This is an optimization exercise on Yosys and OpenROAD, whose aim is small area, a short achievable clock period and few clock cycles per item, not a production implementation.
Only the layout flow was run in this run; the RTL was not checked for function there.

[flow/run.sh]
#!/bin/bash
# synth_recipe.tcl (not shown) runs the flow's synth.tcl, then flattens the netlist and writes it again
# the make line also repeats each setting of config.mk as NAME=value (left out here)
make -C /OpenROAD-flow-scripts/flow DESIGN_CONFIG=/design/flow/config.mk WORK_HOME=/design/flow/orfs CLKGATE_MAP_FILE= SYNTH_SCRIPT=/design/flow/synth_recipe.tcl finish
[flow/config.mk]
export PLATFORM = sky130hd
export DESIGN_NAME = speech_mouth_pixel_overlay
export DESIGN_NICKNAME = speech_mouth_pixel_overlay
export VERILOG_FILES = /design/flow/design.v
export SDC_FILE = /design/flow/constraint.sdc
export NUM_CORES = 4
export LEC_CHECK = 0
export CAP_MARGIN = 20
export CORE_MARGIN = 2
export CORE_UTILIZATION = 40
export SETUP_SLACK_MARGIN = 3.0
export SLEW_MARGIN = 20
[flow/constraint.sdc]
create_clock -name core_clock -period 6.0 [get_ports {clk_i}]
set_input_delay 1.2000 -clock core_clock [delete_from_list [all_inputs] [get_ports {clk_i}]]
set_output_delay 1.2000 -clock core_clock [all_outputs]
set_load 0.01 [all_outputs]
[flow/design.v]
module smpo_gap #(
  parameter logic [17:0] C = 18'd0
) (
  input  logic [47:0] now_i,
  input  logic [47:0] t_i,
  output logic        lt_o
);
  logic [18:0] u;
  logic        borrow, lt_u;
  logic [29:0] eqb, carry;
  logic        hi_eq, hi_inc;
  assign u      = {1'b0, t_i[17:0]} + {1'b0, C};
  assign borrow = now_i[17:0] < t_i[17:0];
  assign lt_u   = now_i[17:0] < u[17:0];
  assign eqb    = ~(now_i[47:18] ^ t_i[47:18]);
  assign hi_eq  = &eqb;
  assign carry  = {now_i[46:18] | ~t_i[46:18], 1'b0};
  assign hi_inc = &(eqb ~^ carry);
  assign lt_o   = borrow ? (hi_inc & u[18] & lt_u) : (hi_eq & (u[18] | lt_u));
endmodule
module speech_mouth_pixel_overlay (
  input  logic        clk_i,
  input  logic        rst_ni,
  input  logic        in_valid_i,
  output logic        in_stall_o,
  input  logic [94:0] in_item_i,
  output logic        out_valid_o,
  input  logic        out_stall_i,
  output logic [19:0] out_item_o,
  input  logic        cfg_we_i,
  input  logic [2:0]  cfg_idx_i,
  input  logic [15:0] cfg_data_i
);
  localparam logic [1:0] ACT_PIXEL  = 2'd0;
  localparam logic [1:0] ACT_LEVEL  = 2'd1;
  localparam logic [1:0] ACT_ACTIVE = 2'd2;
  localparam logic [1:0] ACT_FRAME  = 2'd3;
  function automatic [15:0] arc_mask;
    input [2:0] pose;
    input [5:0] dx;
    reg [12:0] m;
    begin
      case ({pose, dx})
      {3'd0, 6'h36}: m = 13'h0003;
      {3'd0, 6'h37}: m = 13'h0006;
      {3'd0, 6'h38}: m = 13'h0006;
      {3'd0, 6'h39}: m = 13'h000c;
      {3'd0, 6'h3a}: m = 13'h000c;
      {3'd0, 6'h3b}: m = 13'h000c;
      {3'd0, 6'h3c}: m = 13'h000c;
      {3'd0, 6'h3d}: m = 13'h000c;
      {3'd0, 6'h3e}: m = 13'h000c;
      {3'd0, 6'h3f}: m = 13'h000c;
      {3'd0, 6'h00}: m = 13'h000c;
      {3'd0, 6'h01}: m = 13'h000c;
      {3'd0, 6'h02}: m = 13'h000c;
      {3'd0, 6'h03}: m = 13'h000c;
      {3'd0, 6'h04}: m = 13'h000c;
      {3'd0, 6'h05}: m = 13'h000c;
      {3'd0, 6'h06}: m = 13'h000c;
      {3'd0, 6'h07}: m = 13'h000c;
      {3'd0, 6'h08}: m = 13'h0006;
      {3'd0, 6'h09}: m = 13'h0006;
      {3'd0, 6'h0a}: m = 13'h0003;
      {3'd1, 6'h34}: m = 13'h0003;
      {3'd1, 6'h35}: m = 13'h0006;
      {3'd1, 6'h36}: m = 13'h0006;
      {3'd1, 6'h37}: m = 13'h000c;
      {3'd1, 6'h38}: m = 13'h000c;
      {3'd1, 6'h39}: m = 13'h000c;
      {3'd1, 6'h3a}: m = 13'h0018;
      {3'd1, 6'h3b}: m = 13'h0018;
      {3'd1, 6'h3c}: m = 13'h0018;
      {3'd1, 6'h3d}: m = 13'h0018;
      {3'd1, 6'h3e}: m = 13'h0018;
      {3'd1, 6'h3f}: m = 13'h0018;
      {3'd1, 6'h00}: m = 13'h0018;
      {3'd1, 6'h01}: m = 13'h0018;
      {3'd1, 6'h02}: m = 13'h0018;
      {3'd1, 6'h03}: m = 13'h0018;
      {3'd1, 6'h04}: m = 13'h0018;
      {3'd1, 6'h05}: m = 13'h0018;
      {3'd1, 6'h06}: m = 13'h0018;
      {3'd1, 6'h07}: m = 13'h000c;
      {3'd1, 6'h08}: m = 13'h000c;
      {3'd1, 6'h09}: m = 13'h000c;
      {3'd1, 6'h0a}: m = 13'h0006;
      {3'd1, 6'h0b}: m = 13'h0006;
      {3'd1, 6'h0c}: m = 13'h0003;
      {3'd2, 6'h32}: m = 13'h0007;
      {3'd2, 6'h33}: m = 13'h000e;
      {3'd2, 6'h34}: m = 13'h001c;
      {3'd2, 6'h35}: m = 13'h001c;
      {3'd2, 6'h36}: m = 13'h0038;
      {3'd2, 6'h37}: m = 13'h0038;
      {3'd2, 6'h38}: m = 13'h0070;
      {3'd2, 6'h39}: m = 13'h0070;
      {3'd2, 6'h3a}: m = 13'h00e0;
      {3'd2, 6'h3b}: m = 13'h00e0;
      {3'd2, 6'h3c}: m = 13'h00e0;
      {3'd2, 6'h3d}: m = 13'h00e0;
      {3'd2, 6'h3e}: m = 13'h00e0;
      {3'd2, 6'h3f}: m = 13'h00e0;
      {3'd2, 6'h00}: m = 13'h00e0;
      {3'd2, 6'h01}: m = 13'h00e0;
      {3'd2, 6'h02}: m = 13'h00e0;
      {3'd2, 6'h03}: m = 13'h00e0;
      {3'd2, 6'h04}: m = 13'h00e0;
      {3'd2, 6'h05}: m = 13'h00e0;
      {3'd2, 6'h06}: m = 13'h00e0;
      {3'd2, 6'h07}: m = 13'h0070;
      {3'd2, 6'h08}: m = 13'h0070;
      {3'd2, 6'h09}: m = 13'h0038;
      {3'd2, 6'h0a}: m = 13'h0038;
      {3'd2, 6'h0b}: m = 13'h001c;
      {3'd2, 6'h0c}: m = 13'h001c;
      {3'd2, 6'h0d}: m = 13'h000e;
      {3'd2, 6'h0e}: m = 13'h0007;
      {3'd3, 6'h30}: m = 13'h0007;
      {3'd3, 6'h31}: m = 13'h000e;
      {3'd3, 6'h32}: m = 13'h001c;
      {3'd3, 6'h33}: m = 13'h0038;
      {3'd3, 6'h34}: m = 13'h0070;
      {3'd3, 6'h35}: m = 13'h0070;
      {3'd3, 6'h36}: m = 13'h00e0;
      {3'd3, 6'h37}: m = 13'h00e0;
      {3'd3, 6'h38}: m = 13'h01c0;
      {3'd3, 6'h39}: m = 13'h01c0;
      {3'd3, 6'h3a}: m = 13'h0380;
      {3'd3, 6'h3b}: m = 13'h0380;
      {3'd3, 6'h3c}: m = 13'h0380;
      {3'd3, 6'h3d}: m = 13'h0380;
      {3'd3, 6'h3e}: m = 13'h0380;
      {3'd3, 6'h3f}: m = 13'h0380;
      {3'd3, 6'h00}: m = 13'h0380;
      {3'd3, 6'h01}: m = 13'h0380;
      {3'd3, 6'h02}: m = 13'h0380;
      {3'd3, 6'h03}: m = 13'h0380;
      {3'd3, 6'h04}: m = 13'h0380;
      {3'd3, 6'h05}: m = 13'h0380;
      {3'd3, 6'h06}: m = 13'h0380;
      {3'd3, 6'h07}: m = 13'h01c0;
      {3'd3, 6'h08}: m = 13'h01c0;
      {3'd3, 6'h09}: m = 13'h00e0;
      {3'd3, 6'h0a}: m = 13'h00e0;
      {3'd3, 6'h0b}: m = 13'h0070;
      {3'd3, 6'h0c}: m = 13'h0070;
      {3'd3, 6'h0d}: m = 13'h0038;
      {3'd3, 6'h0e}: m = 13'h001c;
      {3'd3, 6'h0f}: m = 13'h000e;
      {3'd3, 6'h10}: m = 13'h0007;
      {3'd4, 6'h2e}: m = 13'h000f;
      {3'd4, 6'h2f}: m = 13'h001e;
      {3'd4, 6'h30}: m = 13'h003c;
      {3'd4, 6'h31}: m = 13'h0078;
      {3'd4, 6'h32}: m = 13'h00f0;
      {3'd4, 6'h33}: m = 13'h01e0;
      {3'd4, 6'h34}: m = 13'h01e0;
      {3'd4, 6'h35}: m = 13'h03c0;
      {3'd4, 6'h36}: m = 13'h0780;
      {3'd4, 6'h37}: m = 13'h0780;
      {3'd4, 6'h38}: m = 13'h0f00;
      {3'd4, 6'h39}: m = 13'h0f00;
      {3'd4, 6'h3a}: m = 13'h0f00;
      {3'd4, 6'h3b}: m = 13'h1e00;
      {3'd4, 6'h3c}: m = 13'h1e00;
      {3'd4, 6'h3d}: m = 13'h1e00;
      {3'd4, 6'h3e}: m = 13'h1e00;
      {3'd4, 6'h3f}: m = 13'h1e00;
      {3'd4, 6'h00}: m = 13'h1e00;
      {3'd4, 6'h01}: m = 13'h1e00;
      {3'd4, 6'h02}: m = 13'h1e00;
      {3'd4, 6'h03}: m = 13'h1e00;
      {3'd4, 6'h04}: m = 13'h1e00;
      {3'd4, 6'h05}: m = 13'h1e00;
      {3'd4, 6'h06}: m = 13'h0f00;
      {3'd4, 6'h07}: m = 13'h0f00;
      {3'd4, 6'h08}: m = 13'h0f00;
      {3'd4, 6'h09}: m = 13'h0780;
      {3'd4, 6'h0a}: m = 13'h0780;
      {3'd4, 6'h0b}: m = 13'h03c0;
      {3'd4, 6'h0c}: m = 13'h01e0;
      {3'd4, 6'h0d}: m = 13'h01e0;
      {3'd4, 6'h0e}: m = 13'h00f0;
      {3'd4, 6'h0f}: m = 13'h0078;
      {3'd4, 6'h10}: m = 13'h003c;
      {3'd4, 6'h11}: m = 13'h001e;
      {3'd4, 6'h12}: m = 13'h000f;
        default: m = 13'h0000;
      endcase
      arc_mask = {3'b000, m};
    end
  endfunction
  logic [1:0]  act;
  logic [9:0]  px, py;
  logic [15:0] pin;
  logic [7:0]  level;
  logic        flag;
  logic [47:0] now;
  assign act   = in_item_i[94:93];
  assign px    = in_item_i[92:83];
  assign py    = in_item_i[82:73];
  assign pin   = in_item_i[72:57];
  assign level = in_item_i[56:49];
  assign flag  = in_item_i[48];
  assign now   = in_item_i[47:0];
  logic [9:0]  left_q, top_q, cx_q, cy_q;
  logic [10:0] right_q, bottom_q;
  logic [15:0] black_q, white_q;
  always_ff @(posedge clk_i or negedge rst_ni) begin
    if (!rst_ni) begin
      left_q   <= 10'd0;
      top_q    <= 10'd0;
      right_q  <= 11'd0;
      bottom_q <= 11'd0;
      cx_q     <= 10'd0;
      cy_q     <= 10'd0;
      black_q  <= 16'h0000;
      white_q  <= 16'hFFFF;
    end else if (cfg_we_i) begin
      case (cfg_idx_i)
        3'd0:    left_q   <= cfg_data_i[9:0];
        3'd1:    top_q    <= cfg_data_i[9:0];
        3'd2:    right_q  <= cfg_data_i[10:0];
        3'd3:    bottom_q <= cfg_data_i[10:0];
        3'd4:    cx_q     <= cfg_data_i[9:0];
        3'd5:    cy_q     <= cfg_data_i[9:0];
        3'd6:    black_q  <= cfg_data_i;
        default: white_q  <= cfg_data_i;
      endcase
    end
  end
  logic s1_valid_q, s1_hit_q;
  logic [15:0] s1_pix_q;
  logic adv, accept;
  assign adv        = !(s1_valid_q && out_stall_i);
  assign in_stall_o = !adv;
  assign accept     = in_valid_i && adv;
  logic        active_q;
  logic [2:0]  target_q, render_q;
  logic [47:0] voice_q, step_q;
  logic        voice_recent, step_recent;
  logic        level_nz;
  logic [2:0]  req;
  smpo_gap #(.C(18'd200000)) u_voice_gap (.now_i(now), .t_i(voice_q), .lt_o(voice_recent));
  smpo_gap #(.C(18'd40000))  u_step_gap  (.now_i(now), .t_i(step_q),  .lt_o(step_recent));
  assign level_nz = (level != 8'd0);
  assign req      = (level > 8'd4) ? 3'd4 : level[2:0];
  always_ff @(posedge clk_i or negedge rst_ni) begin
    if (!rst_ni) begin
      active_q <= 1'b0;
      target_q <= 3'd0;
      render_q <= 3'd0;
    end else if (accept) begin
      case (act)
        ACT_LEVEL: begin
          if (active_q) begin
            if (level_nz) begin
              target_q <= req;
            end else if (!voice_recent) begin
              target_q <= 3'd0;
            end
          end
        end
        ACT_ACTIVE: begin
          active_q <= flag;
          target_q <= 3'd0;
          render_q <= 3'd0;
        end
        ACT_FRAME: begin
          if (active_q && !step_recent) begin
            if (render_q < target_q) begin
              render_q <= render_q + 3'd1;
            end else if (render_q > target_q) begin
              render_q <= render_q - 3'd1;
            end
          end
        end
        default: begin
        end
      endcase
    end
  end
  always_ff @(posedge clk_i) begin
    if (accept && (act == ACT_ACTIVE || (act == ACT_LEVEL && active_q && level_nz))) begin
      voice_q <= now;
    end
    if (accept && (act == ACT_ACTIVE || (act == ACT_FRAME && active_q && !step_recent))) begin
      step_q <= now;
    end
  end
  logic        compose, in_rect, bright, erase, hit;
  logic [10:0] dx, dy;
  logic [7:0]  weight;
  logic [15:0] mask;
  assign compose = active_q && (act == ACT_PIXEL);
  assign in_rect = (px >= left_q) && ({1'b0, px} < right_q)
                && (py >= top_q) && ({1'b0, py} < bottom_q);
  assign weight  = {2'b0, pin[15:11], 1'b0} + {2'b0, pin[10:5]} + {2'b0, pin[4:0], 1'b0};
  assign bright  = (weight >= 8'd20);
  assign erase   = compose && in_rect && bright;
  assign dx   = {1'b0, px} - {1'b0, cx_q};
  assign dy   = {1'b0, py} - {1'b0, cy_q};
  assign mask = arc_mask(render_q, dx[5:0]);
  assign hit  = compose && (dx[10:5] == 6'h00 || dx[10:5] == 6'h3f) && (dy[10:4] == 7'h00)
             && mask[dy[3:0]];
  always_ff @(posedge clk_i or negedge rst_ni) begin
    if (!rst_ni) begin
      s1_valid_q <= 1'b0;
    end else if (adv) begin
      s1_valid_q <= in_valid_i;
    end
  end
  always_ff @(posedge clk_i) begin
    if (adv) begin
      s1_hit_q <= hit;
      s1_pix_q <= erase ? black_q : pin;
    end
  end
  assign out_valid_o = s1_valid_q;
  assign out_item_o  = {s1_hit_q ? white_q : s1_pix_q, 1'b0, render_q};
endmodule
==> flow_summary.json <==
{
  "haltStage": "1_2_yosys",
  "status": "did not finish",
  "yosysWarnings": 1,
  "error": "ERROR: TCL interpreter returned an error: Source files actually used in the design:"
}
